Background: an optimization exercise with open tools, aiming at small area, a short achievable clock period and few clock cycles. Do not read the settings as production practice. Function was not checked in any run shown here: the RTL went through the layout flow alone. Power is estimated from default activity; no workload was simulated.

===== flow/design.v =====
package drcm_pkg;
    localparam int LUT_ENTRIES = 256;
    localparam int LUT_SPAN    = LUT_ENTRIES - 1;
    localparam int IDX_W       = $clog2(LUT_ENTRIES);
    localparam int STOP_COUNT  = 6;
    localparam int CHAN_W      = 8;
    localparam int DIST_W      = 16;
    localparam int NUM_W       = DIST_W + IDX_W + 1;
    localparam int PIPE_DEPTH  = 2 + IDX_W + 1;
    localparam int CFG_IDX_W   = 1;
    localparam logic [CFG_IDX_W-1:0] CFG_NEAR_MM = 1'b0;
    localparam logic [CFG_IDX_W-1:0] CFG_FAR_MM  = 1'b1;
    localparam logic [DIST_W-1:0] NEAR_MM_RST = 16'd0;
    localparam logic [DIST_W-1:0] FAR_MM_RST  = 16'd10000;
    typedef struct packed {
        logic [CHAN_W-1:0] blue;
        logic [CHAN_W-1:0] green;
        logic [CHAN_W-1:0] red;
    } t_bgr;
    typedef struct packed {
        logic              black;
        logic [NUM_W-1:0]  rem;
        logic [DIST_W-1:0] den;
    } t_div_beat;
    typedef struct packed {
        logic             black;
        logic [IDX_W-1:0] index;
    } t_idx_beat;
endpackage
module drcm_div_step #(
    parameter int K = 7
) (
    input  logic [15:0] i_den,
    input  logic [24:0] i_rem,
    input  logic [7:0]  i_quo,
    output logic [24:0] o_rem,
    output logic [7:0]  o_quo
);
    logic [16:0] top;
    logic [16:0] dd;
    logic [16:0] dif;
    logic [16:0] g;
    logic [16:0] p;
    logic [16:0] bg;
    logic [16:0] bp;
    assign top = i_rem[K+17:K+1];
    assign dd  = {1'b0, i_den};
    always_comb begin
        g = ~top & dd;
        p = ~(top ^ dd);
        bg = g;
        bp = p;
        for (int l = 0; l < 5; l++) begin
            logic [16:0] ng;
            logic [16:0] np;
            ng = bg;
            np = bp;
            for (int i = 0; i < 17; i++) begin
                if ((i >> l) & 1) begin
                    ng[i] = bg[i] | (bp[i] & bg[((i >> l) << l) - 1]);
                    np[i] = bp[i] & bp[((i >> l) << l) - 1];
                end
            end
            bg = ng;
            bp = np;
        end
        dif = top ^ dd ^ {bg[15:0], 1'b0};
        o_rem = i_rem;
        o_quo = i_quo;
        o_quo[K] = !bg[16];
        if (!bg[16]) o_rem[K+17:K+1] = dif;
    end
endmodule
module drcm_lut
(
    input  logic       i_black,
    input  logic [7:0] i_index,
    output logic [7:0] o_blue,
    output logic [7:0] o_green,
    output logic [7:0] o_red
);
    logic [23:0] pix;
    always_comb begin
        case (i_index)
            8'd0: pix = {8'd255, 8'd0, 8'd0};
            8'd1: pix = {8'd255, 8'd5, 8'd0};
            8'd2: pix = {8'd255, 8'd10, 8'd0};
            8'd3: pix = {8'd255, 8'd15, 8'd0};
            8'd4: pix = {8'd255, 8'd20, 8'd0};
            8'd5: pix = {8'd255, 8'd25, 8'd0};
            8'd6: pix = {8'd255, 8'd30, 8'd0};
            8'd7: pix = {8'd255, 8'd35, 8'd0};
            8'd8: pix = {8'd255, 8'd40, 8'd0};
            8'd9: pix = {8'd255, 8'd45, 8'd0};
            8'd10: pix = {8'd255, 8'd50, 8'd0};
            8'd11: pix = {8'd255, 8'd55, 8'd0};
            8'd12: pix = {8'd255, 8'd60, 8'd0};
            8'd13: pix = {8'd255, 8'd65, 8'd0};
            8'd14: pix = {8'd255, 8'd70, 8'd0};
            8'd15: pix = {8'd255, 8'd75, 8'd0};
            8'd16: pix = {8'd255, 8'd80, 8'd0};
            8'd17: pix = {8'd255, 8'd85, 8'd0};
            8'd18: pix = {8'd255, 8'd90, 8'd0};
            8'd19: pix = {8'd255, 8'd95, 8'd0};
            8'd20: pix = {8'd255, 8'd100, 8'd0};
            8'd21: pix = {8'd255, 8'd105, 8'd0};
            8'd22: pix = {8'd255, 8'd110, 8'd0};
            8'd23: pix = {8'd255, 8'd115, 8'd0};
            8'd24: pix = {8'd255, 8'd120, 8'd0};
            8'd25: pix = {8'd255, 8'd125, 8'd0};
            8'd26: pix = {8'd255, 8'd130, 8'd0};
            8'd27: pix = {8'd255, 8'd135, 8'd0};
            8'd28: pix = {8'd255, 8'd140, 8'd0};
            8'd29: pix = {8'd255, 8'd145, 8'd0};
            8'd30: pix = {8'd255, 8'd150, 8'd0};
            8'd31: pix = {8'd255, 8'd155, 8'd0};
            8'd32: pix = {8'd255, 8'd160, 8'd0};
            8'd33: pix = {8'd255, 8'd165, 8'd0};
            8'd34: pix = {8'd255, 8'd170, 8'd0};
            8'd35: pix = {8'd255, 8'd175, 8'd0};
            8'd36: pix = {8'd255, 8'd180, 8'd0};
            8'd37: pix = {8'd255, 8'd185, 8'd0};
            8'd38: pix = {8'd255, 8'd190, 8'd0};
            8'd39: pix = {8'd255, 8'd195, 8'd0};
            8'd40: pix = {8'd255, 8'd200, 8'd0};
            8'd41: pix = {8'd255, 8'd205, 8'd0};
            8'd42: pix = {8'd255, 8'd210, 8'd0};
            8'd43: pix = {8'd255, 8'd215, 8'd0};
            8'd44: pix = {8'd255, 8'd220, 8'd0};
            8'd45: pix = {8'd255, 8'd225, 8'd0};
            8'd46: pix = {8'd255, 8'd230, 8'd0};
            8'd47: pix = {8'd255, 8'd235, 8'd0};
            8'd48: pix = {8'd255, 8'd240, 8'd0};
            8'd49: pix = {8'd255, 8'd245, 8'd0};
            8'd50: pix = {8'd255, 8'd250, 8'd0};
            8'd51: pix = {8'd255, 8'd255, 8'd0};
            8'd52: pix = {8'd250, 8'd255, 8'd5};
            8'd53: pix = {8'd245, 8'd255, 8'd10};
            8'd54: pix = {8'd240, 8'd255, 8'd15};
            8'd55: pix = {8'd235, 8'd255, 8'd20};
            8'd56: pix = {8'd230, 8'd255, 8'd25};
            8'd57: pix = {8'd225, 8'd255, 8'd30};
            8'd58: pix = {8'd220, 8'd255, 8'd35};
            8'd59: pix = {8'd215, 8'd255, 8'd40};
            8'd60: pix = {8'd210, 8'd255, 8'd45};
            8'd61: pix = {8'd205, 8'd255, 8'd50};
            8'd62: pix = {8'd200, 8'd255, 8'd55};
            8'd63: pix = {8'd195, 8'd255, 8'd60};
            8'd64: pix = {8'd190, 8'd255, 8'd65};
            8'd65: pix = {8'd185, 8'd255, 8'd70};
            8'd66: pix = {8'd180, 8'd255, 8'd75};
            8'd67: pix = {8'd175, 8'd255, 8'd80};
            8'd68: pix = {8'd170, 8'd255, 8'd85};
            8'd69: pix = {8'd165, 8'd255, 8'd90};
            8'd70: pix = {8'd160, 8'd255, 8'd95};
            8'd71: pix = {8'd155, 8'd255, 8'd100};
            8'd72: pix = {8'd150, 8'd255, 8'd105};
            8'd73: pix = {8'd145, 8'd255, 8'd110};
            8'd74: pix = {8'd140, 8'd255, 8'd115};
            8'd75: pix = {8'd135, 8'd255, 8'd120};
            8'd76: pix = {8'd130, 8'd255, 8'd125};
            8'd77: pix = {8'd125, 8'd255, 8'd130};
            8'd78: pix = {8'd120, 8'd255, 8'd135};
            8'd79: pix = {8'd115, 8'd255, 8'd140};
            8'd80: pix = {8'd110, 8'd255, 8'd145};
            8'd81: pix = {8'd105, 8'd255, 8'd150};
            8'd82: pix = {8'd100, 8'd255, 8'd155};
            8'd83: pix = {8'd95, 8'd255, 8'd160};
            8'd84: pix = {8'd90, 8'd255, 8'd165};
            8'd85: pix = {8'd85, 8'd255, 8'd170};
            8'd86: pix = {8'd80, 8'd255, 8'd175};
            8'd87: pix = {8'd75, 8'd255, 8'd180};
            8'd88: pix = {8'd70, 8'd255, 8'd185};
            8'd89: pix = {8'd65, 8'd255, 8'd190};
            8'd90: pix = {8'd60, 8'd255, 8'd195};
            8'd91: pix = {8'd55, 8'd255, 8'd200};
            8'd92: pix = {8'd50, 8'd255, 8'd205};
            8'd93: pix = {8'd45, 8'd255, 8'd210};
            8'd94: pix = {8'd40, 8'd255, 8'd215};
            8'd95: pix = {8'd35, 8'd255, 8'd220};
            8'd96: pix = {8'd30, 8'd255, 8'd225};
            8'd97: pix = {8'd25, 8'd255, 8'd230};
            8'd98: pix = {8'd20, 8'd255, 8'd235};
            8'd99: pix = {8'd15, 8'd255, 8'd240};
            8'd100: pix = {8'd10, 8'd255, 8'd245};
            8'd101: pix = {8'd5, 8'd255, 8'd250};
            8'd102: pix = {8'd0, 8'd255, 8'd255};
            8'd103: pix = {8'd0, 8'd253, 8'd255};
            8'd104: pix = {8'd0, 8'd251, 8'd255};
            8'd105: pix = {8'd0, 8'd249, 8'd255};
            8'd106: pix = {8'd0, 8'd247, 8'd255};
            8'd107: pix = {8'd0, 8'd246, 8'd255};
            8'd108: pix = {8'd0, 8'd244, 8'd255};
            8'd109: pix = {8'd0, 8'd242, 8'd255};
            8'd110: pix = {8'd0, 8'd240, 8'd255};
            8'd111: pix = {8'd0, 8'd239, 8'd255};
            8'd112: pix = {8'd0, 8'd237, 8'd255};
            8'd113: pix = {8'd0, 8'd235, 8'd255};
            8'd114: pix = {8'd0, 8'd233, 8'd255};
            8'd115: pix = {8'd0, 8'd232, 8'd255};
            8'd116: pix = {8'd0, 8'd230, 8'd255};
            8'd117: pix = {8'd0, 8'd228, 8'd255};
            8'd118: pix = {8'd0, 8'd226, 8'd255};
            8'd119: pix = {8'd0, 8'd225, 8'd255};
            8'd120: pix = {8'd0, 8'd223, 8'd255};
            8'd121: pix = {8'd0, 8'd221, 8'd255};
            8'd122: pix = {8'd0, 8'd219, 8'd255};
            8'd123: pix = {8'd0, 8'd217, 8'd255};
            8'd124: pix = {8'd0, 8'd216, 8'd255};
            8'd125: pix = {8'd0, 8'd214, 8'd255};
            8'd126: pix = {8'd0, 8'd212, 8'd255};
            8'd127: pix = {8'd0, 8'd210, 8'd255};
            8'd128: pix = {8'd0, 8'd209, 8'd255};
            8'd129: pix = {8'd0, 8'd207, 8'd255};
            8'd130: pix = {8'd0, 8'd205, 8'd255};
            8'd131: pix = {8'd0, 8'd203, 8'd255};
            8'd132: pix = {8'd0, 8'd202, 8'd255};
            8'd133: pix = {8'd0, 8'd200, 8'd255};
            8'd134: pix = {8'd0, 8'd198, 8'd255};
            8'd135: pix = {8'd0, 8'd196, 8'd255};
            8'd136: pix = {8'd0, 8'd195, 8'd255};
            8'd137: pix = {8'd0, 8'd193, 8'd255};
            8'd138: pix = {8'd0, 8'd191, 8'd255};
            8'd139: pix = {8'd0, 8'd189, 8'd255};
            8'd140: pix = {8'd0, 8'd187, 8'd255};
            8'd141: pix = {8'd0, 8'd186, 8'd255};
            8'd142: pix = {8'd0, 8'd184, 8'd255};
            8'd143: pix = {8'd0, 8'd182, 8'd255};
            8'd144: pix = {8'd0, 8'd180, 8'd255};
            8'd145: pix = {8'd0, 8'd179, 8'd255};
            8'd146: pix = {8'd0, 8'd177, 8'd255};
            8'd147: pix = {8'd0, 8'd175, 8'd255};
            8'd148: pix = {8'd0, 8'd173, 8'd255};
            8'd149: pix = {8'd0, 8'd172, 8'd255};
            8'd150: pix = {8'd0, 8'd170, 8'd255};
            8'd151: pix = {8'd0, 8'd168, 8'd255};
            8'd152: pix = {8'd0, 8'd166, 8'd255};
            8'd153: pix = {8'd0, 8'd165, 8'd255};
            8'd154: pix = {8'd0, 8'd161, 8'd255};
            8'd155: pix = {8'd0, 8'd158, 8'd255};
            8'd156: pix = {8'd0, 8'd155, 8'd255};
            8'd157: pix = {8'd0, 8'd152, 8'd255};
            8'd158: pix = {8'd0, 8'd148, 8'd255};
            8'd159: pix = {8'd0, 8'd145, 8'd255};
            8'd160: pix = {8'd0, 8'd142, 8'd255};
            8'd161: pix = {8'd0, 8'd139, 8'd255};
            8'd162: pix = {8'd0, 8'd135, 8'd255};
            8'd163: pix = {8'd0, 8'd132, 8'd255};
            8'd164: pix = {8'd0, 8'd129, 8'd255};
            8'd165: pix = {8'd0, 8'd126, 8'd255};
            8'd166: pix = {8'd0, 8'd122, 8'd255};
            8'd167: pix = {8'd0, 8'd119, 8'd255};
            8'd168: pix = {8'd0, 8'd116, 8'd255};
            8'd169: pix = {8'd0, 8'd113, 8'd255};
            8'd170: pix = {8'd0, 8'd110, 8'd255};
            8'd171: pix = {8'd0, 8'd106, 8'd255};
            8'd172: pix = {8'd0, 8'd103, 8'd255};
            8'd173: pix = {8'd0, 8'd100, 8'd255};
            8'd174: pix = {8'd0, 8'd97, 8'd255};
            8'd175: pix = {8'd0, 8'd93, 8'd255};
            8'd176: pix = {8'd0, 8'd90, 8'd255};
            8'd177: pix = {8'd0, 8'd87, 8'd255};
            8'd178: pix = {8'd0, 8'd84, 8'd255};
            8'd179: pix = {8'd0, 8'd80, 8'd255};
            8'd180: pix = {8'd0, 8'd77, 8'd255};
            8'd181: pix = {8'd0, 8'd74, 8'd255};
            8'd182: pix = {8'd0, 8'd71, 8'd255};
            8'd183: pix = {8'd0, 8'd67, 8'd255};
            8'd184: pix = {8'd0, 8'd64, 8'd255};
            8'd185: pix = {8'd0, 8'd61, 8'd255};
            8'd186: pix = {8'd0, 8'd58, 8'd255};
            8'd187: pix = {8'd0, 8'd55, 8'd255};
            8'd188: pix = {8'd0, 8'd51, 8'd255};
            8'd189: pix = {8'd0, 8'd48, 8'd255};
            8'd190: pix = {8'd0, 8'd45, 8'd255};
            8'd191: pix = {8'd0, 8'd42, 8'd255};
            8'd192: pix = {8'd0, 8'd38, 8'd255};
            8'd193: pix = {8'd0, 8'd35, 8'd255};
            8'd194: pix = {8'd0, 8'd32, 8'd255};
            8'd195: pix = {8'd0, 8'd29, 8'd255};
            8'd196: pix = {8'd0, 8'd25, 8'd255};
            8'd197: pix = {8'd0, 8'd22, 8'd255};
            8'd198: pix = {8'd0, 8'd19, 8'd255};
            8'd199: pix = {8'd0, 8'd16, 8'd255};
            8'd200: pix = {8'd0, 8'd12, 8'd255};
            8'd201: pix = {8'd0, 8'd9, 8'd255};
            8'd202: pix = {8'd0, 8'd6, 8'd255};
            8'd203: pix = {8'd0, 8'd3, 8'd255};
            8'd204: pix = {8'd0, 8'd0, 8'd255};
            8'd205: pix = {8'd1, 8'd1, 8'd252};
            8'd206: pix = {8'd2, 8'd2, 8'd250};
            8'd207: pix = {8'd3, 8'd3, 8'd247};
            8'd208: pix = {8'd5, 8'd5, 8'd245};
            8'd209: pix = {8'd6, 8'd6, 8'd242};
            8'd210: pix = {8'd7, 8'd7, 8'd240};
            8'd211: pix = {8'd8, 8'd8, 8'd237};
            8'd212: pix = {8'd10, 8'd10, 8'd235};
            8'd213: pix = {8'd11, 8'd11, 8'd232};
            8'd214: pix = {8'd12, 8'd12, 8'd230};
            8'd215: pix = {8'd13, 8'd13, 8'd227};
            8'd216: pix = {8'd15, 8'd15, 8'd225};
            8'd217: pix = {8'd16, 8'd16, 8'd222};
            8'd218: pix = {8'd17, 8'd17, 8'd220};
            8'd219: pix = {8'd18, 8'd18, 8'd217};
            8'd220: pix = {8'd20, 8'd20, 8'd215};
            8'd221: pix = {8'd21, 8'd21, 8'd212};
            8'd222: pix = {8'd22, 8'd22, 8'd210};
            8'd223: pix = {8'd23, 8'd23, 8'd207};
            8'd224: pix = {8'd25, 8'd25, 8'd205};
            8'd225: pix = {8'd26, 8'd26, 8'd202};
            8'd226: pix = {8'd27, 8'd27, 8'd200};
            8'd227: pix = {8'd28, 8'd28, 8'd197};
            8'd228: pix = {8'd30, 8'd30, 8'd195};
            8'd229: pix = {8'd31, 8'd31, 8'd192};
            8'd230: pix = {8'd32, 8'd32, 8'd190};
            8'd231: pix = {8'd33, 8'd33, 8'd187};
            8'd232: pix = {8'd35, 8'd35, 8'd185};
            8'd233: pix = {8'd36, 8'd36, 8'd182};
            8'd234: pix = {8'd37, 8'd37, 8'd180};
            8'd235: pix = {8'd38, 8'd38, 8'd177};
            8'd236: pix = {8'd40, 8'd40, 8'd175};
            8'd237: pix = {8'd41, 8'd41, 8'd172};
            8'd238: pix = {8'd42, 8'd42, 8'd170};
            8'd239: pix = {8'd43, 8'd43, 8'd167};
            8'd240: pix = {8'd45, 8'd45, 8'd165};
            8'd241: pix = {8'd46, 8'd46, 8'd162};
            8'd242: pix = {8'd47, 8'd47, 8'd160};
            8'd243: pix = {8'd48, 8'd48, 8'd157};
            8'd244: pix = {8'd50, 8'd50, 8'd155};
            8'd245: pix = {8'd51, 8'd51, 8'd152};
            8'd246: pix = {8'd52, 8'd52, 8'd150};
            8'd247: pix = {8'd53, 8'd53, 8'd147};
            8'd248: pix = {8'd55, 8'd55, 8'd145};
            8'd249: pix = {8'd56, 8'd56, 8'd142};
            8'd250: pix = {8'd57, 8'd57, 8'd140};
            8'd251: pix = {8'd58, 8'd58, 8'd137};
            8'd252: pix = {8'd60, 8'd60, 8'd135};
            8'd253: pix = {8'd61, 8'd61, 8'd132};
            8'd254: pix = {8'd62, 8'd62, 8'd130};
            8'd255: pix = {8'd64, 8'd64, 8'd128};
            default: pix = 24'd0;
        endcase
    end
    assign {o_blue, o_green, o_red} = i_black ? 24'd0 : pix;
endmodule
module depth_rainbow_colormap_unit
#(
    parameter int DEPTH_BITS = 24
) (
    input  logic                 i_clk,
    input  logic                 i_rst_n,
    input  logic                 i_depth_valid,
    output logic                 o_depth_ready,
    input  logic [DEPTH_BITS-1:0] i_depth,
    output logic                 o_pixel_valid,
    input  logic                 i_pixel_ready,
    output logic [7:0]           o_blue,
    output logic [7:0]           o_green,
    output logic [7:0]           o_red,
    input  logic                 i_cfg_we,
    input  logic [drcm_pkg::CFG_IDX_W-1:0] i_cfg_idx,
    input  logic [drcm_pkg::DIST_W-1:0]    i_cfg_data
);
    localparam logic [10:1] CUTS = 10'b1111111111;
    localparam int NSTEP = 10;
    localparam logic [1:0] C_DIV = 2'd0, C_ZERO = 2'd1, C_FULL = 2'd2, C_BLACK = 2'd3;
    logic [15:0] r_near;
    logic [15:0] r_far;
    logic [15:0] r_den;
    logic        r_ok;
    logic [16:0] den_full;
    always_ff @(posedge i_clk) begin
        if (!i_rst_n) begin
            r_near <= 16'd0;
            r_far  <= 16'd10000;
        end else if (i_cfg_we) begin
            if (i_cfg_idx[0]) r_far  <= i_cfg_data;
            else              r_near <= i_cfg_data;
        end
    end
    assign den_full = {1'b0, r_far} - {1'b0, r_near};
    always_ff @(posedge i_clk) begin
        r_den <= den_full[15:0];
        r_ok  <= !den_full[16] && (den_full[15:0] != 16'd0);
    end
    logic en;
    assign en            = !o_pixel_valid || i_pixel_ready;
    assign o_depth_ready = en;
    logic        in_black;
    logic        in_high;
    logic [16:0] in_diff;
    logic        r1_v;
    logic        r1_black;
    logic        r1_high;
    logic        r1_below;
    logic [15:0] r1_diff;
    assign in_black = i_depth[DEPTH_BITS-1] || (i_depth == '0);
    assign in_high  = |i_depth[DEPTH_BITS-2:16];
    assign in_diff  = {1'b0, i_depth[15:0]} - {1'b0, r_near};
    always_ff @(posedge i_clk) begin
        if (!i_rst_n)  r1_v <= 1'b0;
        else if (en)   r1_v <= i_depth_valid;
    end
    always_ff @(posedge i_clk) begin
        if (en) begin
            r1_black <= in_black;
            r1_high  <= in_high;
            r1_below <= in_diff[16] && !in_high;
            r1_diff  <= in_diff[15:0];
        end
    end
    logic [NSTEP:0] s_v;
    logic [1:0]     s_c [0:NSTEP];
    logic [24:0]    s_r [0:NSTEP];
    logic [7:0]     s_q [0:NSTEP];
    logic [23:0]    s_p;
    logic [1:0]     t_c [1:NSTEP];
    logic [24:0]    t_r [1:NSTEP];
    logic [7:0]     t_q [1:NSTEP];
    logic [23:0]    t_p;
    assign s_v[0] = r1_v;
    assign s_c[0] = C_DIV;
    assign s_r[0] = 25'd0;
    assign s_q[0] = 8'd0;
    always_comb begin
        if (r1_black)                            t_c[1] = C_BLACK;
        else if (r1_below || !r_ok)              t_c[1] = C_ZERO;
        else if (r1_high || (r1_diff >= r_den))  t_c[1] = C_FULL;
        else                                     t_c[1] = C_DIV;
    end
    assign t_r[1] = {r1_diff, 9'd0} - {8'd0, r1_diff, 1'b0} + {9'd0, r_den};
    assign t_q[1] = 8'd0;
    for (genvar j = 2; j <= 9; j++) begin : g_step
        drcm_div_step #(.K(9 - j)) u_step (
            .i_den (r_den),
            .i_rem (s_r[j-1]),
            .i_quo (s_q[j-1]),
            .o_rem (t_r[j]),
            .o_quo (t_q[j])
        );
        assign t_c[j] = s_c[j-1];
    end
    logic [7:0] qf;
    always_comb begin
        case (s_c[9])
            C_ZERO:  qf = 8'd0;
            C_FULL:  qf = 8'd255;
            C_BLACK: qf = 8'd0;
            default: qf = s_q[9];
        endcase
    end
    drcm_lut u_lut (
        .i_black (s_c[9] == C_BLACK),
        .i_index (qf),
        .o_blue  (t_p[23:16]),
        .o_green (t_p[15:8]),
        .o_red   (t_p[7:0])
    );
    assign t_c[10] = 2'd0;
    assign t_r[10] = 25'd0;
    assign t_q[10] = 8'd0;
    for (genvar j = 1; j <= NSTEP; j++) begin : g_link
        if (CUTS[j]) begin : g_reg
            logic rv;
            always_ff @(posedge i_clk) begin
                if (!i_rst_n) rv <= 1'b0;
                else if (en)  rv <= s_v[j-1];
            end
            assign s_v[j] = rv;
            if (j < NSTEP) begin : g_data
                logic [1:0]  rc;
                logic [24:0] rr;
                logic [7:0]  rq;
                always_ff @(posedge i_clk) begin
                    if (en) begin
                        rc <= t_c[j];
                        rr <= t_r[j];
                        rq <= t_q[j];
                    end
                end
                assign s_c[j] = rc;
                assign s_r[j] = rr;
                assign s_q[j] = rq;
            end else begin : g_pix
                logic [23:0] rp;
                always_ff @(posedge i_clk) begin
                    if (en) rp <= t_p;
                end
                assign s_p = rp;
            end
        end else begin : g_wire
            assign s_v[j] = s_v[j-1];
            if (j < NSTEP) begin : g_data
                assign s_c[j] = t_c[j];
                assign s_r[j] = t_r[j];
                assign s_q[j] = t_q[j];
            end else begin : g_pix
                assign s_p = t_p;
            end
        end
    end
    assign o_pixel_valid = s_v[NSTEP];
    assign {o_blue, o_green, o_red} = s_p;
endmodule

===== flow/run.sh =====
#!/bin/bash
# synth_recipe.tcl (not shown) runs the flow's synth.tcl, then flattens the netlist and writes it again
# the make line also repeats each setting of config.mk as NAME=value (left out here)
make -C /OpenROAD-flow-scripts/flow DESIGN_CONFIG=/design/flow/config.mk WORK_HOME=/design/flow/orfs CLKGATE_MAP_FILE= SYNTH_SCRIPT=/design/flow/synth_recipe.tcl finish

===== flow/config.mk =====
export PLATFORM = sky130hd
export DESIGN_NAME = depth_rainbow_colormap_unit
export DESIGN_NICKNAME = depth_rainbow_colormap_unit
export VERILOG_FILES = /design/flow/design.v
export SDC_FILE = /design/flow/constraint.sdc
export NUM_CORES = 4
export LEC_CHECK = 0
export ABC_CLOCK_PERIOD_IN_PS = 3000
export CAP_MARGIN = 20
export CORE_MARGIN = 2
export CORE_UTILIZATION = 40
export SETUP_SLACK_MARGIN = 2.8
export SLEW_MARGIN = 20
export SYNTH_MEMORY_MAX_BITS = 16384

===== flow/constraint.sdc =====
create_clock -name core_clock -period 6.0 [get_ports {i_clk}]
set_input_delay 1.2000 -clock core_clock [delete_from_list [all_inputs] [get_ports {i_clk}]]
set_output_delay 1.2000 -clock core_clock [all_outputs]
set_load 0.01 [all_outputs]

==> results of run 1 <==
## cells in the mapped netlist (41+ instances only)
cell type,instances,share of area (%)
a21boi_0,41,1.4
a21o_1,58,2.0
a21oi_1,135,3.1
clkbuf_1,48,0.83
dfxtp_1,60,5.6
edfxtp_1,261,36
ha_1,209,12
inv_1,219,3.8
mux2i_1,96,4.4
nand2_1,175,3.0
nor2_1,153,2.7
nor3_1,42,0.97
o21ai_0,105,2.4
xnor2_1,79,3.2
## path summary, 6_finish.rpt
check | from | to | cells past startpoint
worst max-delay path | g_link[9].g_reg.g_data.rc[1]$_DFFE_PP_ | g_link[10].g_reg.g_pix.rp[13]$_SDFFCE_PP0P_ | 11
worst min-delay path | g_link[7].g_reg.g_data.rq[2]$_DFFE_PP_ | g_link[8].g_reg.g_data.rq[2]$_DFFE_PP_ | 0
worst min register to register | g_link[7].g_reg.g_data.rq[2]$_DFFE_PP_ | g_link[8].g_reg.g_data.rq[2]$_DFFE_PP_ | 0
worst max register to register | g_link[9].g_reg.g_data.rc[1]$_DFFE_PP_ | g_link[10].g_reg.g_pix.rp[13]$_SDFFCE_PP0P_ | 11
## metal layers
metal  up-vias  wire (um)
met1      7825      24200
met3       115       2950
met5         -          9
met4         2       1360
met2       475      26900
li1       7970          -
## cells by family after synthesis
| family | Yosys count | share of synthesized area [%] |
|---|---|---|
| buffers and inverters | 290 | 5.32 |
| XOR/XNOR | 116 | 4.70 |
| AND/OR/NAND/NOR | 530 | 11.3 |
| AO/OA/AOI/OAI | 534 | 16.6 |
| multiplexers | 98 | 4.60 |
| adder cells (fa/ha/maj) | 247 | 15.6 |
| flip-flops | 321 | 41.8 |
## where the power goes
part	internal (mW)	leakage (nW)	switching, mW
Sequential	3.68	3.20	0.373
Clock	1.48	0.658	0.989
Combinational	3.05	7.15	3.58
Total	8.21	11.0	4.94
## worst max-delay path, stage by stage (launching register included)
cell and delay (ns):
edfxtp_1 0.46, buf_4 0.21, nor2_1 0.70, nor2_1 0.27, buf_4 0.26, nor2_1 0.10
buf_4 0.23, a21oi_1 0.09, o32ai_1 0.13, a21oi_1 0.11, o22a_1 0.22, o21ai_0 0.15
## sequential cells by signal, summed over array words and instances (netlist names)
signal	count
g_link.g_reg.g_data.rq	36
g_link.g_reg.g_data.rc	18
r_near	16
r1_diff	16
r1_high	1
g_link.g_reg.rv	10
r_far	16
r1_v	1
r_den	16
g_link.g_reg.g_data.rr	164
r1_black	1
r1_below	1
r_ok	1
g_link.g_reg.g_pix.rp	24
## through the flow
step / util, % / worst slack [ns] / power (mW)
final: 47.2 / 2.82 / 13.1
after global routing: 47.2 / 2.76 / 14.2
after CTS: 46.3 / 2.47 / 13.0
after detailed placement: 43.1 / 2.02 / 10.3
after global placement: 43.1 / 2.03 / 10.1
after floorplan: - / 2.77 / 8.90
## final cells by class
cell class,instances,share of cell area [%]
tap,696,3.44
timing repair inverter,2,0.0692
multi-input combinational,1525,46.2
timing repair buffer,154,5.74
sequential,321,35.9
clock inverter,24,1.09
inverter,219,3.33
clock buffer,50,4.31
## repair_timing
action / in CTS / in global routing
hold buffers: 0 / 0
cloned: 1 / 3
endpoints found under the setup margin: 140 / 69
pin swaps: 13 / 16
setup buffers: 19 / 38
gates resized for setup: 43 / 49
==> impl_metrics.json, run 1 <==
{
  "status": "complete, no violations",
  "worst_slew_pin_slew_ns": 1.19,
  "grt_use_total_pct": 19.5,
  "worstPathArrival_ns": 3.51,
  "grt_pass1_wl_um": 87000,
  "synth_seq_cells": 321,
  "start_util_pct": 40.3,
  "hp-class": "flop to flop",
  "syn_area_um2": 21600,
  "die_area_um2": 55900,
  "root_buffer": "clkbuf_16",
  "worstSkewPairLatency_ns": 0.57,
  "numPortBuffers": 71,
  "seq_area_um2": 9080,
  "std_cell_rows": 85,
  "grt.busiest_layer": "met2",
  "synth_ff_type": "edfxtp_1",
  "dpl_cell_area_um2": 23100,
  "relSlewSlack_pct": 20.9,
  "critical_path_class": "flop to flop",
  "place_hpwl_um": 40100,
  "globalplace.congestion": 0.912,
  "final_cell_mix": "edfxtp_1, inv_1, ha_1",
  "drt_iter0_drc": 1071,
  "yosysUniqueCellTypes": 79,
  "power_density_nw_per_um2": 519,
  "final.fill_count": 4966,
  "avgViaCountPerCell": 5.48,
  "yosysWarnings": 40,
  "multi_input_area_um2": 11700,
  "ff2ff_setup_slack_ns": 2.82,
  "core_area_um2": 53600,
  "syn_inst": 2136,
  "final_cells": 2991,
  "synth_edf_count": 261,
  "cts_tree": "built",
  "grt_pass1_vias": 16500,
  "layout-drive-gt1-share_pct": 11.2,
  "finalHoldViolCount": 0,
  "start_kind": "flop",
  "fin_area_um2": 25300,
  "drtPass1Iterations": 6,
  "wirelength_um": 55500,
  "nets": 2556,
  "cts_sinks": 321,
  "slew_violations": 0,
  "die_h_um": 237,
  "fin_crit_ns": 3.18,
  "cp-end-kind": "flop",
  "num_io_pins": 72,
  "area_delta_synth_final_pct": 17.0,
  "fin_crit_sh_pct": 53.0,
  "antenna_found_initial": 1,
  "cts.clk_slew.worst_paths_ns": 0.06,
  "die-width_um": 237,
  "skew_ns": 0.0200,
  "cts_buffer_depth": 3,
  "grt_max_degree": 178,
  "met1_usage_pct": 25.2,
  "vias": 16400,
  "htreeDepth": 2,
  "numCtsBuffers": 40,
  "grt-ovfl-total": 0,
  "synth_area_per_cell_um2": 10.1,
  "async_reset_ff_share_pct": 0,
  "wl_per_cell_um": 18.6,
  "setup-tns-final_ns": 0,
  "fin_hold_ws_ns": 0.414,
  "drc": 0,
  "fmax_ghz": 0.315,
  "crit_fanout": 9,
  "diodes": 0,
  "met3_usage_pct": 3.33,
  "leakagePower_nw": 11.0,
  "met2_usage_pct": 33.5,
  "mostFrequentLayoutCell": "edfxtp_1",
  "ys_seq_area_share_pct": 41.8,
  "rsz0062_at_grt": "yes",
  "critPathRequiredTime_ns": 6.33,
  "dp.cells": 2856,
  "ant_nets": 0,
  "synth_nets": 2429,
  "finalSetupViolCount": 0,
  "peakVddDrop_mv": 0.247,
  "drv_cap": 0
}
==> run 2, diff against run 1 <==
--- a/flow/design.v
+++ b/flow/design.v
@@ -39,34 +39,10 @@
     logic [16:0] top;
-    logic [16:0] dd;
-    logic [16:0] dif;
-    logic [16:0] g;
-    logic [16:0] p;
-    logic [16:0] bg;
-    logic [16:0] bp;
-    assign top = i_rem[K+17:K+1];
-    assign dd  = {1'b0, i_den};
+    logic [17:0] trial;
+    assign top   = i_rem[K+17:K+1];
+    assign trial = {1'b0, top} - {2'b0, i_den};
     always_comb begin
-        g = ~top & dd;
-        p = ~(top ^ dd);
-        bg = g;
-        bp = p;
-        for (int l = 0; l < 5; l++) begin
-            logic [16:0] ng;
-            logic [16:0] np;
-            ng = bg;
-            np = bp;
-            for (int i = 0; i < 17; i++) begin
-                if ((i >> l) & 1) begin
-                    ng[i] = bg[i] | (bp[i] & bg[((i >> l) << l) - 1]);
-                    np[i] = bp[i] & bp[((i >> l) << l) - 1];
-                end
-            end
-            bg = ng;
-            bp = np;
-        end
-        dif = top ^ dd ^ {bg[15:0], 1'b0};
         o_rem = i_rem;
         o_quo = i_quo;
-        o_quo[K] = !bg[16];
-        if (!bg[16]) o_rem[K+17:K+1] = dif;
+        o_quo[K] = !trial[17];
+        if (!trial[17]) o_rem[K+17:K+1] = trial[16:0];
     end
--- a/flow/config.mk
+++ b/flow/config.mk
@@ -7,3 +7,2 @@
 export LEC_CHECK = 0
-export ABC_CLOCK_PERIOD_IN_PS = 3000
 export CAP_MARGIN = 20
@@ -11,3 +10,2 @@
 export CORE_UTILIZATION = 40
-export SETUP_SLACK_MARGIN = 2.8
 export SLEW_MARGIN = 20
==> run 2 against run 1 <==
Worst hold slack lost 0.0039 ns. Clock-buffer cell count grew 5. Clock skew shrank 0.0051 ns. Sequential cell count is the same. Synthesized cell count grew 7.8%. Largest power group unchanged. Global-route usage is essentially flat. Wire length grew 0.48%. Sequential power grew 4%.
==> impl_metrics.json, run 2 <==
{
  "core_area_um2": 54800,
  "top_regs": "g_link.g_reg.g_data.rr x164, g_link.g_reg.g_data.rq x36, g_link.g_reg.g_pix.rp x24",
  "crit_buf_inv": 2,
  "grt_pass1_vias": 17200,
  "cts_hold_buf": 0,
  "async_reset_ff_share_pct": 0,
  "die-width_um": 239,
  "start_kind": "flop",
  "drv_cap": 0,
  "pre_cts_slack_ns": 1.48,
  "nets": 2647,
  "yosysUniqueCellTypes": 86,
  "place_hpwl_um": 40600,
  "globalplace.congestion": 0.919,
  "ant_nets": 0,
  "rsz0062_at_grt": "no",
  "critical_path_class": "flop to flop",
  "worstSkewPairLatency_ns": 0.57,
  "slowest_delay_ns": 0.73,
  "hp-class": "flop to flop",
  "grt_max_degree": 165,
  "synth_compound_area_share_pct": 21.0,
  "cp_cell_sequence": "inv_1, ha_1, nor2b_1, o21ai_2, a21boi_1, o31a_1, a41o_1, a221o_1, a2111oi_4, buf_4, o31ai_1",
  "grt-ovfl-total": 0,
  "cts_sinks": 321,
  "syn_area_um2": 22000,
  "fmax_ghz": 0.235,
  "htreeDepth": 2,
  "post-synth-top-area-cell": "edfxtp_1",
  "fin_crit_ns": 4.26,
  "netlist_top_cells_area": "edfxtp_1, ha_1, dfxtp_1",
  "die_area_um2": 56900,
  "crit_family": "compound AO/OA/AOI/OAI gates",
  "final_cell_mix": "edfxtp_1, nand2_1, ha_1",
  "finalSetupViolCount": 0,
  "cts.clk_slew.worst_paths_ns": 0.06,
  "drt_iter0_drc": 1316,
  "grt_use_total_pct": 19.5,
  "start_util_pct": 40.2,
  "critPathRequiredTime_ns": 6.30,
  "muxShareOfSynthArea_pct": 1.50,
  "ys_seq_area_share_pct": 41.0,
  "min_delay_worst_endpoint": "g_link[9].g_reg.g_data.rc[1]$_DFFE_PP_",
  "peakVddDrop_mv": 0.224,
  "vias": 17500,
  "fin_area_um2": 24900,
  "leakagePower_nw": 10.0,
  "synth_seq_cells": 321,
  "crit_fanout": 12,
  "synth_simple_gate_area_share_pct": 13.7,
  "postCtsSetupBuffers": 0,
  "synth-adder-area-share_pct": 13.8,
  "worst_slew_pin_slew_ns": 1.12,
  "yosysMostFrequentCell": "edfxtp_1",
  "die_h_um": 239,
  "antenna_found_initial": 1,
  "slew_violations": 0,
  "root_buffer": "clkbuf_16",
  "reg2reg_depth": 11,
  "drtPass1Iterations": 6,
  "numPortBuffers": 71,
  "final.setup.worst_slack_ns": 1.74,
  "hold_depth": 0,
  "synth_area_per_cell_um2": 9.56,
  "finalHoldViolCount": 0,
  "worstPathArrival_ns": 4.56,
  "yosysTopAreaCellShare_pct": 35.6,
  "rr_endpoint": "g_link[2].g_reg.g_data.rr[12]$_DFFE_PP_",
  "avgViaCountPerCell": 5.63,
  "setup-tns-final_ns": 0,
  "fin_crit_sh_pct": 71.0,
  "grt_pass1_wl_um": 89200,
  "synth_top_family_by_area": "compound AO/OA/AOI/OAI gates",
  "num_io_pins": 72,
  "layout-drive-gt1-share_pct": 6.54,
  "dpl_cell_area_um2": 23500,
  "reg2reg_from": "r_den[1]$_DFF_P_",
  "slowest_stage": "a2111oi_4",
  "cp-end-kind": "flop",
  "relSlewSlack_pct": 24.8,
  "largest_reg_flops": 164,
  "numCtsBuffers": 40,
  "synth_xor_area_share_pct": 4.85,
  "synth_edf_count": 261,
  "skew_ns": 0.0149,
  "power_density_nw_per_um2": 565,
  "diodes": 0,
  "status": "complete, no violations",
  "wirelength_um": 55800,
  "area_delta_synth_final_pct": 13.2,
  "yosysWarnings": 40,
  "mostFrequentLayoutCell": "edfxtp_1",
  "ff2ff_setup_slack_ns": 1.74,
  "cts_tree": "built",
  "syn_inst": 2303,
  "min-delay-start": "g_link[8].g_reg.g_data.rc[1]$_DFFE_PP_",
  "drc": 0,
  "synth_nets": 2582,
  "std_cell_rows": 86,
  "cts_buffer_depth": 3,
  "synth_ff_type": "edfxtp_1",
  "cts_resized": 0,
  "largest-register": "g_link.g_reg.g_data.rr",
  "synth_common_cells": "edfxtp_1, nand2_1, ha_1",
  "wl_per_cell_um": 18.0
}
[run 2: area by class of cell]
cell class | count | area (um2)
fill | 5082 | 29800
multi-input combinational | 1760 | 12100
sequential | 321 | 9040
clock buffer | 55 | 1140
timing repair buffer | 96 | 910
tap | 704 | 881
inverter | 149 | 567
clock inverter | 19 | 299
[run 2: cells by family (layout without fill, tap and decap cells)]
kind of cell / after synthesis / count (layout)
AO/OA/AOI/OAI: 706 / 706
XOR/XNOR: 122 / 122
adder cells (fa/ha/maj): 233 / 233
buffers and inverters: 222 / 319
flip-flops: 321 / 321
multiplexers: 30 / 30
AND/OR/NAND/NOR: 669 / 669
[run 2: how the worst max path moves through the flow]
stage | cells after the start | end | start
6_report | 11 | g_link[2].g_reg.g_data.rr[12]$_DFFE_PP_ | r_den[1]$_DFF_P_
5_1_grt | 10 | g_link[8].g_reg.g_data.rr[13]$_DFFE_PP_ | r_den[1]$_DFF_P_
4_1_cts | 10 | g_link[4].g_reg.g_data.rr[11]$_DFFE_PP_ | r_den[1]$_DFF_P_
3_5_place_dp | 10 | g_link[4].g_reg.g_data.rr[11]$_DFFE_PP_ | r_den[1]$_DFF_P_
3_3_place_gp | 10 | g_link[4].g_reg.g_data.rr[11]$_DFFE_PP_ | r_den[1]$_DFF_P_
2_1_floorplan | 3 | o_depth_ready | i_pixel_ready
[run 2: power breakdown]
group,internal (mW),switching [mW]
clock,1.64,0.980
sequential,3.74,0.469
combinational,3.17,4.09
total,8.55,5.54
[run 2: through the flow]
| step | std cells | utilization [%] | power [mW] | hold slack [ns] |
|---|---|---|---|---|
| floorplan | 2303 | - | 9.81 | 0.400 |
| global placement | 3029 | 42.9 | 11.2 | 0.401 |
| detailed placement | 3029 | 42.9 | 11.4 | 0.405 |
| CTS | 3103 | 45.5 | 14.1 | 0.408 |
| global route | 3104 | 45.5 | 15.2 | 0.419 |
| finish | 3104 | 45.5 | 14.1 | 0.410 |
[run 2: routing by layer]
layer,up-vias,global-route usage [%],share of wire (%)
li1,8603,-,-
met1,8250,24.0,43
met2,502,34.2,48
met3,109,3.88,5.8
met4,2,6.36,2.7
met5,-,0,0.022
==> run 3, diff against run 2 <==
--- a/flow/config.mk
+++ b/flow/config.mk
@@ -10,2 +10,3 @@
 export CORE_UTILIZATION = 40
+export SETUP_SLACK_MARGIN = 2.0
 export SLEW_MARGIN = 20
==> run 3 against run 2 <==
Wire length grew 0.58%. Area after synthesis is the same. Still clean on timing, DRC and antenna. Final area grew 0.62%. Via count grew 0.13%.
==> impl_metrics.json, run 3 <==
{
  "die_area_um2": 56900,
  "critPathRequiredTime_ns": 4.80,
  "skew_ns": 0.0165,
  "crit_fanout": 46,
  "nets": 2662,
  "area_delta_synth_final_pct": 13.9,
  "largest_reg_flops": 164,
  "start_util_pct": 40.2,
  "root_buffer": "clkbuf_16",
  "globalplace.congestion": 0.938,
  "post-synth-top-area-cell": "edfxtp_1",
  "grt_max_degree": 150,
  "yosysUniqueCellTypes": 86,
  "leakagePower_nw": 10.1,
  "synth_nets": 2582,
  "cts_buffer_depth": 3,
  "rsz0062_at_grt": "no",
  "largest-register": "g_link.g_reg.g_data.rr",
  "setup-tns-final_ns": 0,
  "crit_family": "buffers and inverters",
  "fmax_ghz": 0.256,
  "place_hpwl_um": 40100,
  "yosysTopAreaCellShare_pct": 35.6,
  "peakVddDrop_mv": 0.246,
  "cp-end-kind": "output pin",
  "drc": 0,
  "critical_path_class": "primary input to output pin",
  "worst_slew_pin_slew_ns": 1.03,
  "diodes": 0,
  "cts.clk_slew.worst_paths_ns": 0.06,
  "numPortBuffers": 71,
  "grt_use_total_pct": 19.6,
  "cp_cell_sequence": "clkdlybuf4s50_1, nor2b_4, inv_8, clkdlybuf4s50_1",
  "power_density_nw_per_um2": 561,
  "finalSetupViolCount": 0,
  "syn_area_um2": 22000,
  "grt_pass1_vias": 17500,
  "drtPass1Iterations": 5,
  "synth_edf_count": 261,
  "synth_ff_type": "edfxtp_1",
  "status": "complete, no violations",
  "cp_common_cell": "clkdlybuf4s50_1",
  "wirelength_um": 56100,
  "synth_seq_cells": 321,
  "slowest_stage": "clkdlybuf4s50_1",
  "ant_nets": 0,
  "avgViaCountPerCell": 5.61,
  "cts_sinks": 321,
  "final_util_pct": 45.8,
  "grt-ovfl-total": 0,
  "hp-class": "flop to flop",
  "grt_pass1_wl_um": 89400,
  "yosysMostFrequentCell": "edfxtp_1",
  "top_regs": "g_link.g_reg.g_data.rr x164, g_link.g_reg.g_data.rq x36, g_link.g_reg.g_pix.rp x24",
  "crit_buf_inv": 3,
  "wl_per_cell_um": 18.0,
  "ys_seq_area_share_pct": 41.0,
  "core_area_um2": 54800,
  "drv_cap": 0,
  "drt_iter0_drc": 1244,
  "fin_crit_ns": 3.91,
  "num_io_pins": 72,
  "layout-drive-gt1-share_pct": 7.71,
  "slowest_delay_ns": 0.62,
  "finalHoldViolCount": 0,
  "die-width_um": 239,
  "mostFrequentLayoutCell": "edfxtp_1",
  "netlist_top_cells_area": "edfxtp_1, ha_1, dfxtp_1",
  "vias": 17500,
  "syn_inst": 2303,
  "fin_crit_sh_pct": 65.2,
  "antenna_found_initial": 0,
  "worstSkewPairLatency_ns": 0.58,
  "die_h_um": 239,
  "worstPathArrival_ns": 2.71,
  "htreeDepth": 2,
  "yosysWarnings": 40,
  "relSlewSlack_pct": 30.8,
  "start_kind": "primary input",
  "cts_hold_buf": 0,
  "std_cell_rows": 86,
  "synth_area_per_cell_um2": 9.56,
  "slew_violations": 0,
  "numCtsBuffers": 40,
  "final_cell_mix": "edfxtp_1, nand2_1, ha_1",
  "async_reset_ff_share_pct": 0,
  "cts_tree": "built",
  "synth_common_cells": "edfxtp_1, nand2_1, ha_1"
}
==> run 3: what timing repair did <==
item / CTS / global route
buffers inserted: 3 / 6
gates resized for setup: 3 / 9
pin swaps: 1 / 3
endpoints found under the setup margin: 71 / 43
cloned: 0 / 2
==> run 3: final cells by class <==
class	count	area [um2]
Clock buffer	48	1060
Clock inverter	25	357
Fill cell	5105	29700
Inverter	149	571
Multi-Input combinational cell	1762	12200
Sequential cell	321	9040
Tap cell	704	881
Timing Repair Buffer	109	1020
==> run 3: where the power goes <==
part | internal (mW) | total [mW] | switching (mW)
registers | 3.73 | 4.17 | 0.441
clock network | 1.58 | 2.59 | 1.01
logic | 3.20 | 7.32 | 4.12
==> run 3: kinds of logic (layout without fill, tap and decap cells) <==
| logic type | count (synthesis) | in the layout | share of synthesized area [%] |
|---|---|---|---|
| flip-flops | 321 | 321 | 41.0 |
| AND/OR/NAND/NOR | 669 | 669 | 13.7 |
| AO/OA/AOI/OAI | 706 | 708 | 21.0 |
| buffers and inverters | 222 | 331 | 4.08 |
| adder cells (fa/ha/maj) | 233 | 233 | 13.8 |
| XOR/XNOR | 122 | 122 | 4.85 |
| multiplexers | 30 | 30 | 1.50 |
==> run 3: routing by layer <==
layer	vias up	track usage, %	wire length [um]
met5	-	0	0
met4	0	6.52	1680
met3	106	3.57	3350
met2	506	34.0	26900
met1	8251	24.5	24200
li1	8625	-	-
==> run 3: worst paths after layout <==
| check | startpoint | end | slack [ns] | cells after the start |
|---|---|---|---|---|
| setup / recovery | i_pixel_ready | o_depth_ready | 2.09 | 4 |
| hold / removal | g_link[1].g_reg.g_data.rc[1]$_SDFFCE_PP1P_ | g_link[2].g_reg.g_data.rc[1]$_DFFE_PP_ | 0.41 | 0 |
| setup reg to reg | g_link[9].g_reg.g_data.rc[1]$_DFFE_PP_ | g_link[10].g_reg.g_pix.rp[10]$_SDFFCE_PP0P_ | 2.21 | 11 |
| hold reg to reg | g_link[1].g_reg.g_data.rc[1]$_SDFFCE_PP1P_ | g_link[2].g_reg.g_data.rc[1]$_DFFE_PP_ | 0.41 | 0 |
==> run 3: per-stage QoR <==
stage / hold WS [ns] / cells / worst slack [ns] / power [mW] / instance area (um2)
2_1_floorplan: 0.400 / 2303 / 2.31 / 9.81 / 22000
3_3_place_gp: 0.402 / 3034 / 1.47 / 11.1 / 23500
3_5_place_dp: 0.405 / 3034 / 1.42 / 11.3 / 23500
4_1_cts: 0.414 / 3110 / 1.80 / 14.0 / 25000
5_1_grt: 0.422 / 3118 / 2.01 / 15.2 / 25100
6_report: 0.413 / 3118 / 2.09 / 14.1 / 25100
==> run 4, diff against run 3 <==
--- a/flow/design.v
+++ b/flow/design.v
@@ -339,3 +339,3 @@
 );
-    localparam logic [10:1] CUTS = 10'b1111111111;
+    localparam logic [10:1] CUTS = 10'b0111111111;
     localparam int NSTEP = 10;
--- a/flow/config.mk
+++ b/flow/config.mk
@@ -10,3 +10,2 @@
 export CORE_UTILIZATION = 40
-export SETUP_SLACK_MARGIN = 2.0
 export SLEW_MARGIN = 20
==> run 4 against run 3 <==
Via count decreased by 0.73%. Still clean on timing, DRC and antenna. Utilization increased by 0.48 points. Clock skew increased by 0.019 ns. Power increased by 0.34%. Sequential power decreased by 6.2%. Global-route usage increased by 0.48 points. Wire length increased by 0.38%. Highest routed layer unchanged. Synthesized cell count decreased by 1.8%.
==> impl_metrics.json, run 4 <==
{
  "status": "complete, no violations",
  "crit_fanout": 12,
  "crit_buf_inv": 3,
  "nets": 2619,
  "cts_buffer_depth": 3,
  "final_cells": 3058,
  "cts_tree": "built",
  "yosysTopAreaCellShare_pct": 33.2,
  "dpl_cell_area_um2": 23100,
  "min_delay_worst_endpoint": "g_link[8].g_reg.g_data.rq[3]$_DFFE_PP_",
  "syn_inst": 2262,
  "crit_family": "compound AO/OA/AOI/OAI gates",
  "ant_nets": 0,
  "rsz0062_at_grt": "no",
  "cp_cell_sequence": "nor2_1, or2_2, inv_1, ha_1, buf_4, nor2_1, o21ai_0, o22ai_1, a211oi_1, a31oi_1, a21oi_1, clkdlybuf4s50_1",
  "root_buffer": "clkbuf_16",
  "place_hpwl_um": 42200,
  "async_reset_ff_share_pct": 0,
  "skew_ns": 0.0354,
  "vias": 17400,
  "reg2reg_from": "r_den[1]$_DFF_P_",
  "std_cell_rows": 84,
  "start_kind": "flop",
  "final_cell_mix": "edfxtp_1, nand2_1, ha_1",
  "htreeDepth": 2,
  "numPortBuffers": 71,
  "numCtsBuffers": 37,
  "synth-adder-area-share_pct": 14.1,
  "worstSkewPairLatency_ns": 0.55,
  "yosysWarnings": 40,
  "synth_compound_area_share_pct": 20.3,
  "cts_sinks": 296,
  "synth_nets": 2540,
  "synth_ff_type": "edfxtp_1",
  "muxShareOfSynthArea_pct": 3.42,
  "finalHoldViolCount": 0,
  "rr_endpoint": "g_link[2].g_reg.g_data.rr[18]$_DFFE_PP_",
  "cts.clk_slew.worst_paths_ns": 0.06,
  "relSlewSlack_pct": 30.5,
  "reg2reg_depth": 11,
  "leakagePower_nw": 9.80,
  "slew_violations": 0,
  "avgViaCountPerCell": 5.68,
  "die-width_um": 236,
  "wl_per_cell_um": 18.4,
  "finalSetupViolCount": 0,
  "cp-end-kind": "output pin",
  "peakVddDrop_mv": 0.228,
  "hp-class": "flop to flop",
  "setup-tns-final_ns": 0,
  "area_delta_synth_final_pct": 13.8,
  "start_util_pct": 40.7,
  "synth_common_cells": "edfxtp_1, nand2_1, ha_1",
  "grt_pass1_vias": 17200,
  "final_util_pct": 46.3,
  "fin_area_um2": 24400,
  "fin_crit_ns": 5.32,
  "drtPass1Iterations": 5,
  "cts_resized": 0,
  "grt_pass1_wl_um": 90000,
  "total_power_mw": 14.1,
  "slowest_delay_ns": 0.58,
  "critical_path_class": "flop to output pin",
  "mostFrequentLayoutCell": "edfxtp_1",
  "slowest_stage": "edfxtp_1",
  "die_area_um2": 55500,
  "largest_reg_flops": 164,
  "core_area_um2": 52800,
  "wirelength_um": 56300,
  "postCtsSetupBuffers": 0,
  "fmax_ghz": 0.188,
  "cp_common_cell": "nor2_1",
  "dp.cells": 2990,
  "post-synth-top-area-cell": "edfxtp_1",
  "drc": 0,
  "synth_xor_area_share_pct": 4.82,
  "ff2ff_setup_slack_ns": 1.48,
  "grt_use_total_pct": 20.1,
  "synth_simple_gate_area_share_pct": 14.7,
  "num_io_pins": 72,
  "hold_depth": 0,
  "worstPathArrival_ns": 4.12,
  "synth_seq_cells": 296,
  "synth_top_family_by_area": "compound AO/OA/AOI/OAI gates",
  "top_regs": "g_link.g_reg.g_data.rr x164, g_link.g_reg.g_data.rq x36, g_link.g_reg.g_data.rc x18",
  "drt_iter0_drc": 930,
  "synth_area_per_cell_um2": 9.49,
  "netlist_top_cells_area": "edfxtp_1, ha_1, dfxtp_1",
  "worst_slew_pin_slew_ns": 1.04,
  "drv_cap": 0,
  "largest-register": "g_link.g_reg.g_data.rr",
  "syn_area_um2": 21500,
  "yosysUniqueCellTypes": 92,
  "fin_crit_sh_pct": 88.6,
  "diodes": 0,
  "die_h_um": 236,
  "min-delay-start": "g_link[7].g_reg.g_data.rq[3]$_DFFE_PP_",
  "antenna_found_initial": 0,
  "yosysMostFrequentCell": "edfxtp_1",
  "power_density_nw_per_um2": 579,
  "ys_seq_area_share_pct": 38.7,
  "synth_edf_count": 237,
  "globalplace.congestion": 0.900,
  "layout-drive-gt1-share_pct": 8.73,
  "cts_hold_buf": 0,
  "critPathRequiredTime_ns": 4.80,
  "grt_max_degree": 109,
  "grt-ovfl-total": 0
}
==> run 4: cell types whose count changed after synthesis, moves of 10 or more <==
cell,previous run,this run
a21oi_1,197,181
clkbuf_1,48,58
edfxtp_1,261,237
inv_1,148,134
mux2_2,20,43
mux2i_1,6,16
nand2_1,244,218
nor2_1,188,201
o211ai_1,11,21
o21a_1,19,35
o21ai_0,159,128
==> run 4: power breakdown <==
group	total, mW	switching [mW]	internal [mW]
Combinational	7.80	4.25	3.55
Sequential	3.91	0.411	3.50
Clock	2.42	0.905	1.52
==> run 4: cells by family (layout without fill, tap and decap cells) <==
kind of cell,count (synthesis),in the layout
fa+ha+maj,232,232
buf+inv,218,326
mux,65,65
simple gates,682,682
compound gates,651,651
xor+xnor,118,118
flops,296,296
==> run 4: through the flow <==
stage,hold WS (ns),worst slack [ns]
detailed placement,0.405,1.36
global route,0.416,0.511
finish,0.408,0.682
CTS,0.412,0.784
floorplan,0.400,1.22
global placement,0.401,1.32
==> run 4: worst register-to-register path, cell delays in order, from the launching register on <==
cell and delay, ns:
dfxtp_1 0.77, inv_1 0.46, ha_1 0.40, nor2b_1 0.13, o21a_1 0.18, o21ai_0 0.24
a21oi_1 0.14, o21ai_0 0.24, nand2_1 0.16, a221o_1 0.37, a21boi_2 0.74, mux2_2 0.42
==> run 4: area by class of cell <==
class,count,area (um2)
tap,688,861
clock inverter,25,365
fill,5015,28300
clock buffer,43,970
timing repair buffer,122,1090
sequential,296,8300
multi-input combinational,1748,12300
inverter,136,523
==> run 4: metal layers <==
metal	routed length [um]	part of all wire [%]	GRT usage, %	vias up
li1	-	-	-	8498
met1	24300	43	24.4	8305
met2	27900	49	36.4	457
met3	2650	4.7	3.12	100
met4	1510	2.7	6.06	0
met5	0	0	0	-
==> run 4: worst max path at each step <==
stage / start / to / slack [ns] / cells after the start
final: g_link[9].g_reg.g_data.rc[1]$_DFFE_PP_ / o_green[2] / 0.68 / 12
after CTS: g_link[9].g_reg.g_data.rc[1]$_DFFE_PP_ / o_green[2] / 0.78 / 12
after floorplan: i_pixel_ready / o_depth_ready / 1.22 / 2
after global routing: g_link[9].g_reg.g_data.rc[1]$_DFFE_PP_ / o_green[2] / 0.51 / 12
after detailed placement: g_link[9].g_reg.g_data.rc[1]$_DFFE_PP_ / o_green[2] / 1.36 / 12
after global placement: g_link[9].g_reg.g_data.rc[1]$_DFFE_PP_ / o_green[2] / 1.32 / 12
==> run 5, diff against run 4 <==
--- a/flow/design.v
+++ b/flow/design.v
@@ -339,3 +339,3 @@
 );
-    localparam logic [10:1] CUTS = 10'b0111111111;
+    localparam logic [10:1] CUTS = 10'b1111111111;
     localparam int NSTEP = 10;
--- a/flow/config.mk
+++ b/flow/config.mk
@@ -7,2 +7,3 @@
 export LEC_CHECK = 0
+export ABC_CLOCK_PERIOD_IN_PS = 3000
 export CAP_MARGIN = 20
@@ -10,2 +11,3 @@
 export CORE_UTILIZATION = 40
+export SETUP_SLACK_MARGIN = 2.8
 export SLEW_MARGIN = 20
==> run 5 against run 4 <==
Non-clock buffer count increased by 87. Cell count rose by 5.5%. Still clean. Register-to-register slack gained 1.3 ns. Sequential power increased by 8.4%. Area after synthesis is 2.6% higher. Critical path depth rose by 1. Utilization grew 2.9 points. Setup slack improved by 2.1 ns. Critical path type is now flop to flop. Sequential share of layout area down 0.34 points. Highest routed layer unchanged. Clock-buffer cell count rose by 6. First-iteration DRC count grew 33%. Largest power group unchanged. Wire length grew 11%.
==> impl_metrics.json, run 5 <==
{
  "top_regs": "g_link.g_reg.g_data.rr x164, g_link.g_reg.g_data.rq x36, g_link.g_reg.g_pix.rp x24",
  "yosysWarnings": 40,
  "skew_ns": 0.0213,
  "synth_simple_gate_area_share_pct": 13.7,
  "htreeDepth": 2,
  "synth_xor_area_share_pct": 4.85,
  "rsz0062_at_grt": "yes",
  "cp-end-kind": "flop",
  "synth_compound_area_share_pct": 21.0,
  "final_cell_mix": "edfxtp_1, nand2_1, a21oi_1",
  "power_density_nw_per_um2": 579,
  "start_util_pct": 40.2,
  "die_h_um": 239,
  "num_io_pins": 72,
  "drc": 0,
  "core_area_um2": 54800,
  "globalplace.congestion": 0.922,
  "muxShareOfSynthArea_pct": 1.50,
  "vias": 18400,
  "start_kind": "flop",
  "synth_nets": 2582,
  "slew_violations": 0,
  "yosysMostFrequentCell": "edfxtp_1",
  "drt_iter0_drc": 1237,
  "crit_fanout": 8,
  "worstSkewPairLatency_ns": 0.58,
  "synth_ff_type": "edfxtp_1",
  "syn_inst": 2303,
  "cts_hold_buf": 0,
  "finalHoldViolCount": 0,
  "wirelength_um": 62300,
  "fmax_ghz": 0.307,
  "hp-class": "flop to flop",
  "netlist_top_cells_area": "edfxtp_1, ha_1, dfxtp_1",
  "fin_crit_ns": 3.26,
  "avgViaCountPerCell": 5.70,
  "ys_seq_area_share_pct": 41.0,
  "numCtsBuffers": 41,
  "worstPathArrival_ns": 3.58,
  "grt_pass1_wl_um": 97800,
  "cts_buffer_depth": 3,
  "cts_tree": "built",
  "synth_area_per_cell_um2": 9.56,
  "area_delta_synth_final_pct": 22.2,
  "synth_edf_count": 261,
  "grt-ovfl-total": 0,
  "final_util_pct": 49.1,
  "finalSetupViolCount": 0,
  "status": "complete, no violations",
  "synth_top_family_by_area": "compound AO/OA/AOI/OAI gates",
  "critPathRequiredTime_ns": 6.32,
  "relSlewSlack_pct": 18.6,
  "layout-drive-gt1-share_pct": 16.9,
  "largest_reg_flops": 164,
  "final.fill_count": 4914,
  "total_power_mw": 15.6,
  "yosysUniqueCellTypes": 86,
  "grt_max_degree": 158,
  "numPortBuffers": 71,
  "mostFrequentLayoutCell": "edfxtp_1",
  "fin_crit_sh_pct": 54.3,
  "seq_area_um2": 9060,
  "setup-tns-final_ns": 0,
  "worst_slew_pin_slew_ns": 1.21,
  "syn_area_um2": 22000,
  "critical_path_class": "flop to flop",
  "die-width_um": 239,
  "ant_nets": 0,
  "synth_common_cells": "edfxtp_1, nand2_1, ha_1",
  "drv_cap": 0,
  "peakVddDrop_mv": 0.236,
  "fin_area_um2": 26900,
  "cts.clk_slew.worst_paths_ns": 0.05,
  "leakagePower_nw": 10.7,
  "root_buffer": "clkbuf_16",
  "multi_input_area_um2": 13000,
  "largest-register": "g_link.g_reg.g_data.rr",
  "synth-adder-area-share_pct": 13.8,
  "wl_per_cell_um": 19.3,
  "cts_sinks": 321,
  "drtPass1Iterations": 5,
  "die_area_um2": 56900,
  "post-synth-top-area-cell": "edfxtp_1",
  "diodes": 0,
  "async_reset_ff_share_pct": 0,
  "nets": 2769,
  "yosysTopAreaCellShare_pct": 35.6,
  "std_cell_rows": 86,
  "synth_seq_cells": 321,
  "antenna_found_initial": 0,
  "dpl_cell_area_um2": 23500,
  "grt_pass1_vias": 18500,
  "place_hpwl_um": 40900,
  "grt_use_total_pct": 21.6
}
## run 5: changes by cell type after synthesis, sizes merged, moves of 10 or more
cell and change:
mux2i -10, o41ai -10, o21a -16, o31ai +12, o211ai -12, o21ai +39
a21oi +18, edfxtp +24, mux2 -25, clkbuf -10, nor2 -13, inv +14
nand2 +26
## run 5: report_power, final
part,internal [mW],switching [mW]
clock network,1.48,1.01
logic,4.09,4.77
registers,3.74,0.503
total,9.31,6.28
## run 5: timing repair
action	CTS	global route
gates resized for setup	122	106
endpoints found under the setup margin	146	129
pin swaps	43	53
buffers inserted	79	32
cloned	9	1
## run 5: final timing paths
path / from / endpoint / slack [ns] / depth (start not counted)
min reg2reg: g_link[3].g_reg.g_data.rr[3]$_DFFE_PP_ / g_link[4].g_reg.g_data.rr[3]$_DFFE_PP_ / 0.41 / 0
max reg2reg: r_den[6]$_DFF_P_ / g_link[8].g_reg.g_data.rr[8]$_DFFE_PP_ / 2.74 / 13
max: r_den[6]$_DFF_P_ / g_link[8].g_reg.g_data.rr[8]$_DFFE_PP_ / 2.74 / 13
min: g_link[3].g_reg.g_data.rr[3]$_DFFE_PP_ / g_link[4].g_reg.g_data.rr[3]$_DFFE_PP_ / 0.41 / 0
## run 5: kinds of logic (layout without fill, tap and decap cells)
logic type / Yosys count / in the layout
compound gates: 706 / 711
simple gates: 669 / 670
flops: 321 / 321
fa+ha+maj: 233 / 233
buf+inv: 222 / 435
xor+xnor: 122 / 122
mux: 30 / 30
## run 5: final cells by class
| class | instances | area share [%] |
|---|---|---|
| repair inverters | 2 | 0.0651 |
| repair buffers | 209 | 7.23 |
| well taps | 704 | 3.27 |
| clock buffers | 49 | 4.03 |
| multi-input cells | 1766 | 48.4 |
| inverters | 149 | 2.35 |
| flip-flops and latches | 321 | 33.6 |
| clock inverters | 26 | 1.01 |
## run 5: routing by layer
metal	routed length, um	up-vias	GRT usage [%]
li1	-	8848	-
met1	25700	8777	26.4
met2	31000	623	38.8
met3	3690	140	3.04
met4	1960	0	7.80
met5	0	-	0
## run 5: stage by stage
stage | worst slack (ns) | hold WS, ns | std cells
floorplan | 2.76 | 0.400 | 2303
global placement | 1.78 | 0.401 | 3030
detailed placement | 1.79 | 0.405 | 3030
CTS | 2.66 | 0.412 | 3193
global route | 2.65 | 0.422 | 3226
finish | 2.74 | 0.414 | 3226
## run 5: worst max-delay path: stages, from the launching register on
cell	delay, ns
dfxtp_2	0.35
clkinvlp_4	0.15
buf_12	0.17
buf_12	0.12
ha_4	0.25
a21o_1	0.22
a21o_1	0.16
a21o_1	0.20
a2111oi_4	0.41
a211oi_2	0.15
o31ai_4	0.21
buf_6	0.15
a21oi_4	0.10
mux2_4	0.36
==> run 6, diff against run 5 <==
--- a/flow/config.mk
+++ b/flow/config.mk
@@ -7,3 +7,3 @@
 export LEC_CHECK = 0
-export ABC_CLOCK_PERIOD_IN_PS = 3000
+export ABC_CLOCK_PERIOD_IN_PS = 2500
 export CAP_MARGIN = 20
@@ -11,3 +11,3 @@
 export CORE_UTILIZATION = 40
-export SETUP_SLACK_MARGIN = 2.8
+export SETUP_SLACK_MARGIN = 3.3
 export SLEW_MARGIN = 20
==> run 6 against run 5 <==
Area after synthesis did not move. Power rose by 20%. First-iteration DRC count up 12%.
==> impl_metrics.json, run 6 <==
{
  "mostFrequentLayoutCell": "edfxtp_1",
  "synth_seq_cells": 321,
  "syn_area_um2": 22000,
  "fmax_ghz": 0.309,
  "synth_nets": 2582,
  "met1_usage_pct": 28.6,
  "place_hpwl_um": 41800,
  "antenna_found_initial": 1,
  "skew_ns": 0.0219,
  "ff2ff_setup_slack_ns": 2.77,
  "root_buffer": "clkbuf_16",
  "wl_per_cell_um": 20.6,
  "cp-end-kind": "flop",
  "vias": 19400,
  "nets": 2928,
  "top_regs": "g_link.g_reg.g_data.rr x164, g_link.g_reg.g_data.rq x36, g_link.g_reg.g_pix.rp x24",
  "grt_pass1_vias": 19700,
  "num_io_pins": 72,
  "relSlewSlack_pct": 23.4,
  "slowest_delay_ns": 0.35,
  "globalplace.congestion": 0.902,
  "dp.cells": 3032,
  "cp_cell_sequence": "clkinvlp_4, buf_12, ha_4, and3_4, nand4_1, a211oi_4, a2111oi_4, a211oi_2, buf_4, o31ai_4, buf_6, a21oi_4, buf_12, mux2_4",
  "grt_use_total_pct": 23.7,
  "critPathRequiredTime_ns": 6.32,
  "grt-ovfl-total": 0,
  "status": "complete, no violations",
  "std_cell_rows": 86,
  "slowest_stage": "dfxtp_2",
  "crit_path_end": "g_link[8].g_reg.g_data.rr[10]$_DFFE_PP_",
  "die_area_um2": 56900,
  "cts_tree": "built",
  "cp_common_cell": "buf_12",
  "start_kind": "flop",
  "drc": 0,
  "post-synth-top-area-cell": "edfxtp_1",
  "async_reset_ff_share_pct": 0,
  "fin_crit_ns": 3.23,
  "leakagePower_nw": 12.1,
  "finalHoldViolCount": 0,
  "ant_nets": 0,
  "synth_ff_type": "edfxtp_1",
  "layout-drive-gt1-share_pct": 32.1,
  "synth_area_per_cell_um2": 9.56,
  "reg2reg_depth": 14,
  "peakVddDrop_mv": 0.285,
  "cts_hold_buf": 0,
  "largest_reg_flops": 164,
  "crit_fanout": 5
}
-- run 6: layout make-up --
| class | count | area (um2) |
|---|---|---|
| fillers | 4432 | 24100 |
| multi-input cells | 1768 | 14900 |
| flip-flops and latches | 321 | 9070 |
| repair buffers | 366 | 3740 |
| clock buffers | 46 | 1070 |
| well taps | 704 | 881 |
| inverters | 149 | 659 |
| clock inverters | 27 | 333 |
| repair inverters | 2 | 17.5 |
-- run 6: logic make-up after synthesis --
family / count (synthesis) / synth area share (%)
AO/OA/AOI/OAI: 706 / 21.0
XOR/XNOR: 122 / 4.85
adder cells (fa/ha/maj): 233 / 13.8
buffers and inverters: 222 / 4.08
flip-flops: 321 / 41.0
multiplexers: 30 / 1.50
AND/OR/NAND/NOR: 669 / 13.7
-- run 6: worst min-delay path by stage --
stage,startpoint,to,slack [ns],depth (start not counted)
2_1_floorplan,g_link[1].g_reg.g_data.rc[0]$_SDFFCE_PP1P_,g_link[2].g_reg.g_data.rc[0]$_DFFE_PP_,0.40,0
3_3_place_gp,g_link[5].g_reg.g_data.rq[5]$_DFFE_PP_,g_link[6].g_reg.g_data.rq[5]$_DFFE_PP_,0.40,0
3_5_place_dp,g_link[2].g_reg.g_data.rr[2]$_DFFE_PP_,g_link[3].g_reg.g_data.rr[2]$_DFFE_PP_,0.40,0
4_1_cts,g_link[8].g_reg.g_data.rq[5]$_DFFE_PP_,g_link[9].g_reg.g_data.rq[5]$_DFFE_PP_,0.41,0
5_1_grt,g_link[8].g_reg.g_data.rq[5]$_DFFE_PP_,g_link[9].g_reg.g_data.rq[5]$_DFFE_PP_,0.42,0
6_report,g_link[8].g_reg.g_data.rq[5]$_DFFE_PP_,g_link[9].g_reg.g_data.rq[5]$_DFFE_PP_,0.40,0
-- run 6: metrics by stage --
stage | power, mW | worst slack [ns] | hold WS [ns] | area, um2 | util, %
finish | 18.7 | 2.77 | 0.403 | 30600 | 56.0
global route | 19.9 | 2.66 | 0.420 | 30600 | 56.0
CTS | 17.4 | 2.79 | 0.414 | 29100 | 53.2
detailed placement | 11.7 | 1.77 | 0.405 | 23900 | 43.7
global placement | 11.4 | 1.76 | 0.402 | 23900 | 43.7
floorplan | 10.1 | 2.76 | 0.400 | 22500 | -
-- run 6: what timing repair did --
action,4_1_cts,5_1_grt
gates cloned,20,2
pin swaps,141,100
gates resized for setup,432,253
setup buffers,191,65
setup endpoints to repair,355,157
-- run 6: power breakdown --
part	switching (mW)	leakage, nW	internal, mW
sequential	0.591	3.22	3.75
combinational	5.94	8.25	5.87
clock	1.00	0.673	1.58
-- run 6: metal layers --
metal  part of all wire, %  vias to the layer above  wire (um)
li1                      -                     9174          -
met1                    41                     9347      28300
met2                    49                      696      34100
met3                   6.3                      190       4390
met4                   4.0                        2       2750
met5                 0.017                        -         12
-- run 6: worst reg2reg max path: stages, from the launching register on --
cell	delay [ns]
dfxtp_2	0.35
clkinvlp_4	0.14
buf_12	0.17
ha_4	0.29
and3_4	0.19
nand4_1	0.16
a211oi_4	0.33
a2111oi_4	0.09
a211oi_2	0.24
buf_4	0.17
o31ai_4	0.06
buf_6	0.14
a21oi_4	0.19
buf_12	0.16
mux2_4	0.30
